What follows belongs to an exercise in optimizing a design on an open flow for small area, a short achievable clock period and few clock cycles; a production flow would make more cautious choices.
RTL that was checked went through simulation tests only; none was proved equivalent to the original.
Power is estimated from default activity; no workload was simulated.

==> flow/design.v (excerpt) <==
module mac_frame_deframer_crc32 (
    input  logic        clk,
    input  logic        rst_n,
    input  logic        in_valid,
    output logic        in_ready,
    input  logic [7:0]  in_data,
    input  logic        in_eof,
    output logic        out_valid,
    input  logic        out_ready,
    output logic [1:0]  out_kind,
    output logic [7:0]  out_byte_value,
    output logic [2:0]  out_status,
    output logic [2:0]  out_message_type,
    output logic [1:0]  out_major_version,
    output logic [31:0] out_device_address,
    output logic [7:0]  out_frame_control,
    output logic [15:0] out_frame_counter,
    output logic [7:0]  out_payload_length,
    output logic        out_last_of_run
);
    localparam logic [31:0] CRC_POLY    = 32'hEDB8_8320;
    localparam logic [31:0] CRC_RESIDUE = 32'hDEBB_20E3;
    localparam logic [2:0] ST_OK = 3'd0, ST_SHORT = 3'd1, ST_MISMATCH = 3'd2,
                           ST_OVERRUN = 3'd3, ST_TOO_LONG = 3'd4;
    function automatic [31:0] crc32_byte(input [31:0] crc_in, input [7:0] data);
        integer k;
        begin
            crc32_byte = crc_in ^ {24'd0, data};
            for (k = 0; k < 8; k = k + 1)
            begin
                if (crc32_byte[0])
                    crc32_byte = (crc32_byte >> 1) ^ CRC_POLY;
                else
  ...
For scale: about 690 cells after synthesis, ~98 I/O pins, about 0.0087 sq mm of cells after synthesis.
==> flow/config.mk <==
export PLATFORM = sky130hd
export DESIGN_NAME = mac_frame_deframer_crc32
export DESIGN_NICKNAME = mac_frame_deframer_crc32
export VERILOG_FILES = /design/flow/design.v
export SDC_FILE = /design/flow/constraint.sdc
export NUM_CORES = 4
export LEC_CHECK = 0
export CAP_MARGIN = 20
export CORE_MARGIN = 2
export CORE_UTILIZATION = 55
export CTS_BUF_LIST = sky130_fd_sc_hd__clkbuf_4 sky130_fd_sc_hd__clkbuf_8
export GPL_ROUTABILITY_DRIVEN = 1
export PLACE_DENSITY = 0.7
export SETUP_SLACK_MARGIN = 2.8
export SLEW_MARGIN = 20
==> flow/constraint.sdc <==
create_clock -name core_clock -period 5.0 [get_ports {clk}]
set_input_delay 1.0000 -clock core_clock [delete_from_list [all_inputs] [get_ports {clk}]]
set_output_delay 1.0000 -clock core_clock [all_outputs]
set_load 0.01 [all_outputs]
standard.sh (not shown) runs the stock make flow with config.mk's settings and CLKGATE_MAP_FILE= SYNTH_SCRIPT=/design/flow/synth_recipe.tcl, a recipe that flattens the netlist after the stock synthesis.
==> flow/flow/run.sh <==
#!/bin/bash
# The standard layout, with the smallest buffer on each port and no dummy
# loads in the clock tree.
set -euo pipefail
export BUFFER_PORTS_ARGS="-buffer_cell sky130_fd_sc_hd__buf_1"
export CTS_ARGS="-sink_clustering_enable -repair_clock_nets -dont_use_dummy_load -buf_list {sky130_fd_sc_hd__clkbuf_4 sky130_fd_sc_hd__clkbuf_8}"
bash standard.sh > standard_flow.log 2>&1
Edit:
--- a/flow/design.v
+++ b/flow/design.v
@@ -144,26 +144,26 @@
             sp2   <= 1'b0;
             sv    <= 1'b0;
             q2    <= 1'b0;
             cnt   <= 8'd0;
             fresh <= 1'b0;
             first <= 1'b0;
             hcap  <= 1'b0;
             body  <= 1'b0;
         end
         else
         begin
             rdy   <= rdy_n;
-            rb    <= !k_v_n && body_n;
-            rl    <= !k_v_n && !(sp1_n || sp1 || sv_n || q2_n);
+            rb    <= rdy_n && body_n;
+            rl    <= rdy_n && !(sp1_n || sp1 || sv_n || q2_n);
             ov    <= r_v_n || sv_n;
             r_v   <= r_v_n;
             k_v   <= k_v_n;
             sp1   <= sp1_n;
             sp2   <= sp1;
             sv    <= sv_n;
             q2    <= q2_n;
             fresh <= take;
             if (take)
             begin
                 first <= !in_eof && (cnt == 8'd0);
                 hcap  <= !in_eof && (cnt >= 8'd3) && (cnt <= 8'd10);
@@ -249,43 +249,41 @@
     assign mm     = crc != CRC_RESIDUE;
     assign plen_d = {1'b0, s_plen} - {5'd0, nopt};
     always_ff @(posedge clk)
     begin
         if (load_s || load_q)
         begin
             s_vc  <= load_q ? 4'd0 :
                      (cnt >= 8'd11) ? 4'd8 : (cnt >= 8'd4) ? 4'(cnt - 8'd3) : 4'd0;
             s_chk <= !load_q && (cnt != 8'd255) && (cnt >= 8'd11);
         end
         if (sp1)
             s_ovr <= plen_d[8];
-        if (load_s || load_q || (sp2 && s_chk))
+        if (load_s || load_q || (sp2 && s_chk && (mm || s_ovr)))
         begin
             if (load_q)
                 s_status <= ST_SHORT;
             else if (sp2)
-                s_status <= mm ? ST_MISMATCH : s_ovr ? ST_OVERRUN : ST_OK;
+                s_status <= mm ? ST_MISMATCH : ST_OVERRUN;
             else if (cnt == 8'd255)
                 s_status <= ST_TOO_LONG;
             else if (cnt < 8'd11)
                 s_status <= ST_SHORT;
             else
                 s_status <= ST_OK;
         end
-        if (load_s || load_q || sp1 || (sp2 && s_chk))
-        begin
-            if (load_q)
+        if (load_s || load_q || sp1 || (sp2 && s_chk && (mm || s_ovr)))
+        begin
+            if (load_q || sp2)
                 s_plen <= 8'd0;
-            else if (sp2)
-                s_plen <= s_plen & {8{!(mm || s_ovr)}};
             else if (sp1)
                 s_plen <= s_chk ? plen_d[7:0] : 8'd0;
             else
                 s_plen <= cnt - 8'd11;
         end
     end
     assign in_ready           = rdy;
     assign out_valid          = ov;
     assign out_kind           = {gs, r_pay};
     assign out_byte_value     = r_byte;
     assign out_last_of_run    = r_lor;
     assign out_status         = s_status & {3{gs}};
The changed run finished clean.
Total power climbs by a few percent.
Count of clock-buffer cells in the layout stays the same.
Area after synthesis barely changes.
Worst setup slack improves by 37 ps.
Critical path depth climbs by 4.
First-iteration DRC count drops by a little under a tenth.
Wire length drops by a few percent.
Sequential share of layout area climbs by 0.40 points.
Fmax climbs slightly.
Core utilization drops by 0.47 points.
Register-to-register slack degrades by 50 ps.
Die area barely changes.
Global-route usage drops by 0.11 points.
Testbench counts after the change, summed over its fixed seeds: cycles 71,984.
The RTL of the first run of this note was laid out without a check of its function.

---

the baseline:
mac_frame_deframer_crc32, a different RTL version from the one above (not shown whole).
For scale: ~710 cells after synthesis, about 190 flip-flops, about 98 I/O pins, roughly 9100 um2 of cells after synthesis.
clock: 5.0 ns
lec_check: 0
cap_margin: 20
core_margin: 2
core_utilization: 45
gpl_routability_driven: 1
place_density: 0.65
setup_slack_margin: 2.6
slew_margin: 20
run.sh (not shown) runs the stock make flow with config.mk's settings and CLKGATE_MAP_FILE= SYNTH_SCRIPT=/design/flow/synth_recipe.tcl, a recipe that flattens the netlist after the stock synthesis.
Stock flow here: none of the scripts above is used.
The baseline finished all stages; the layout is clean.
The following lists how the candidate was set up differently from the baseline:
--- a/flow/design.v
+++ b/flow/design.v
@@ -76,23 +76,22 @@
                     crc32_byte = (crc32_byte >> 1) ^ CRC_POLY;
                 else
                     crc32_byte = crc32_byte >> 1;
             end
         end
     endfunction
     logic        rdy;                   
     logic        ov;                    
     logic        gs;                    
     logic [7:0]  dl0, dl1, dl2, dl3;    
     logic        fresh;                 
-    logic        first;                 
     logic [7:0]  cnt;                   
     logic [31:0] crc;
     logic [7:0]  hdr0, hdr5;
     logic [31:0] hdr_addr;
     logic [15:0] hdr_cnt;
     logic       r_v, r_pay, r_lor;
     logic [7:0] r_byte;
     logic       k_v, k_pay, k_lor;
     logic [7:0] k_byte;
     logic       sp1, sp2;               
     logic       sv;                     
@@ -176,61 +175,58 @@
         begin
             rdy   <= 1'b0;
             ov    <= 1'b0;
             r_v   <= 1'b0;
             k_v   <= 1'b0;
             sp1   <= 1'b0;
             sp2   <= 1'b0;
             sv    <= 1'b0;
             q2    <= 1'b0;
             cnt   <= 8'd0;
             fresh <= 1'b0;
-            first <= 1'b0;
         end
         else
         begin
             rdy   <= !k_v_n && !(busy_n && (ge3_n || q2_n));
             ov    <= r_v_n || sv_n;
             r_v   <= r_v_n;
             k_v   <= k_v_n;
             sp1   <= sp1_n;
             sp2   <= sp1;
             sv    <= sv_n;
             q2    <= q2_n;
             cnt   <= cnt_n;
             fresh <= take;
-            first <= take && !in_eof && (cnt == 8'd0);
         end
     end
     always_ff @(posedge clk)
     begin
         gs <= !r_v_n;
         for (int i = 0; i < 8; i++)
-            g[i] <= !r_v_n && (s_vc > 4'(i)) && !(pop_s && q2);
+            g[i] <= !r_v_n && (s_vc_n > 4'(i));
     end
     always_ff @(posedge clk)
     begin
         if (take)
         begin
             dl0 <= dl1;
             dl1 <= dl2;
             dl2 <= dl3;
             dl3 <= in_data;
         end
     end
     always_ff @(posedge clk)
     begin
         if (fresh)
         begin
-            crc <= crc32_byte(32'd0, dl3) ^
-                   (first ? crc32_byte(32'hFFFF_FFFF, 8'd0) : crc32_byte(crc, 8'd0));
+            crc <= crc32_byte((cnt == 8'd1) ? 32'hFFFF_FFFF : crc, dl3);
             case (cnt)
                 8'd4:  hdr0 <= dl0;
                 8'd5:  hdr_addr[7:0] <= dl0;
                 8'd6:  hdr_addr[15:8] <= dl0;
                 8'd7:  hdr_addr[23:16] <= dl0;
                 8'd8:  hdr_addr[31:24] <= dl0;
                 8'd9:  hdr5 <= dl0;
                 8'd10: hdr_cnt[7:0] <= dl0;
                 8'd11: hdr_cnt[15:8] <= dl0;
                 default: ;
             endcase
@@ -264,63 +260,59 @@
             k_pay  <= pay;
             k_lor  <= !in_eof;
             k_byte <= dl0;
         end
     end
     always_ff @(posedge clk)
     begin
         s_vc <= s_vc_n;
         if (load_s)
         begin
             s_chk  <= 1'b0;
-            s_plen <= cnt;
+            s_ovr  <= 1'b0;
+            s_plen <= 8'd0;
             if (cnt == 8'd255)
                 s_status <= ST_TOO_LONG;
             else if (cnt < 8'd11)
                 s_status <= ST_SHORT;
             else
             begin
                 s_chk    <= 1'b1;
+                s_ovr    <= cnt < ({3'd0, optlim} - 8'd1);
+                s_plen   <= cnt - 8'd11 - {4'd0, hdr5[3:0]};
                 s_status <= ST_OK;
             end
         end
         else if (pop_s && q2)
         begin
             s_chk    <= 1'b0;
             s_plen   <= 8'd0;
             s_status <= ST_SHORT;
         end
-        else if (sp1)
-        begin
-            if (s_chk)
-                {s_ovr, s_plen} <= {1'b0, s_plen} - 9'd11 - {5'd0, hdr5[3:0]};
-            else
-                s_plen <= 8'd0;
-        end
         else if (sp2 && s_chk)
         begin
             s_chk <= 1'b0;
             if (crc != CRC_RESIDUE)
             begin
                 s_status <= ST_MISMATCH;
                 s_plen   <= 8'd0;
             end
             else if (s_ovr)
             begin
                 s_status <= ST_OVERRUN;
                 s_plen   <= 8'd0;
             end
         end
     end
     assign in_ready           = rdy;
     assign out_valid          = ov;
     assign out_kind           = {gs, r_pay};
     assign out_byte_value     = r_byte;
     assign out_last_of_run    = r_lor;
     assign out_status         = s_status & {3{gs}};
-    assign out_payload_length = s_plen & {g[7], g[6], g[5], g[4], g[3], g[2], g[1], g[0]};
+    assign out_payload_length = s_plen & {8{gs}};
     assign out_message_type   = hdr0[7:5] & {3{g[0]}};
     assign out_major_version  = hdr0[1:0] & {2{g[0]}};
     assign out_device_address = hdr_addr & {{8{g[4]}}, {8{g[3]}}, {8{g[2]}}, {8{g[1]}}};
     assign out_frame_control  = hdr5 & {8{g[5]}};
     assign out_frame_counter  = hdr_cnt & {{8{g[7]}}, {8{g[6]}}};
 endmodule
### Flow results
The candidate vs. the baseline: total iterations of the first detailed-routing run went down by 1. The final layout from the candidate, which completed every stage, passed the timing, design-rule and antenna checks at the end of the flow. Of the two values seen for slowest cell on the critical path, sky130_fd_sc_hd__dfxtp_4 was produced by the baseline and sky130_fd_sc_hd__clkdlybuf4s50_1 by the candidate. Maximum number of pins on one net before global-route repair in the candidate is about 27% lower than in the baseline. For the combinational fraction of design power, the candidate came in 6.9 points higher than the baseline did. The candidate against the baseline: post-placement cell count fell by 50, count of flip-flops with a built-in enable after synthesis fell by 4. Power (lower): the baseline.
No functional check of the RTL was part of any run of this note.

[re-timing with driven ports]
The results above use ideal ports. As a check the final layouts listed here were re-extracted and re-timed, cells and wires unchanged. Step 1 (the two cells are an assumption about what drives the block):
set clk [get_ports {clk}]
set_driving_cell -lib_cell sky130_fd_sc_hd__clkbuf_16 $clk
set_driving_cell -lib_cell sky130_fd_sc_hd__buf_2 [delete_from_list [all_inputs] $clk]
Step 2 moves the port delays by t, midway between the first and last clock arrival at a register: inputs arrive t later, outputs are due t later. That takes back most of the time a late clock gives input paths. Three values: ideal, step 1, step 2; two values: the first two.
run | t (ns) | setup slack, ns | worst setup path after step 2 | latest minus earliest clock arrival (ns)
the first run of note 1 | 0.489 | 2.803 / 2.765 / 2.417 | input to register | 0.031 / 0.031
the second run of note 1 | 0.483 | 2.840 / 2.824 / 2.469 | input to register | 0.028 / 0.028
the baseline | 0.472 | 2.631 / 2.586 / 2.245 | input to register | 0.012 / 0.012
the candidate | 0.465 | 2.508 / 2.466 / 2.164 | input to register | 0.014 / 0.014
After both steps setup and hold are still met in every run listed.
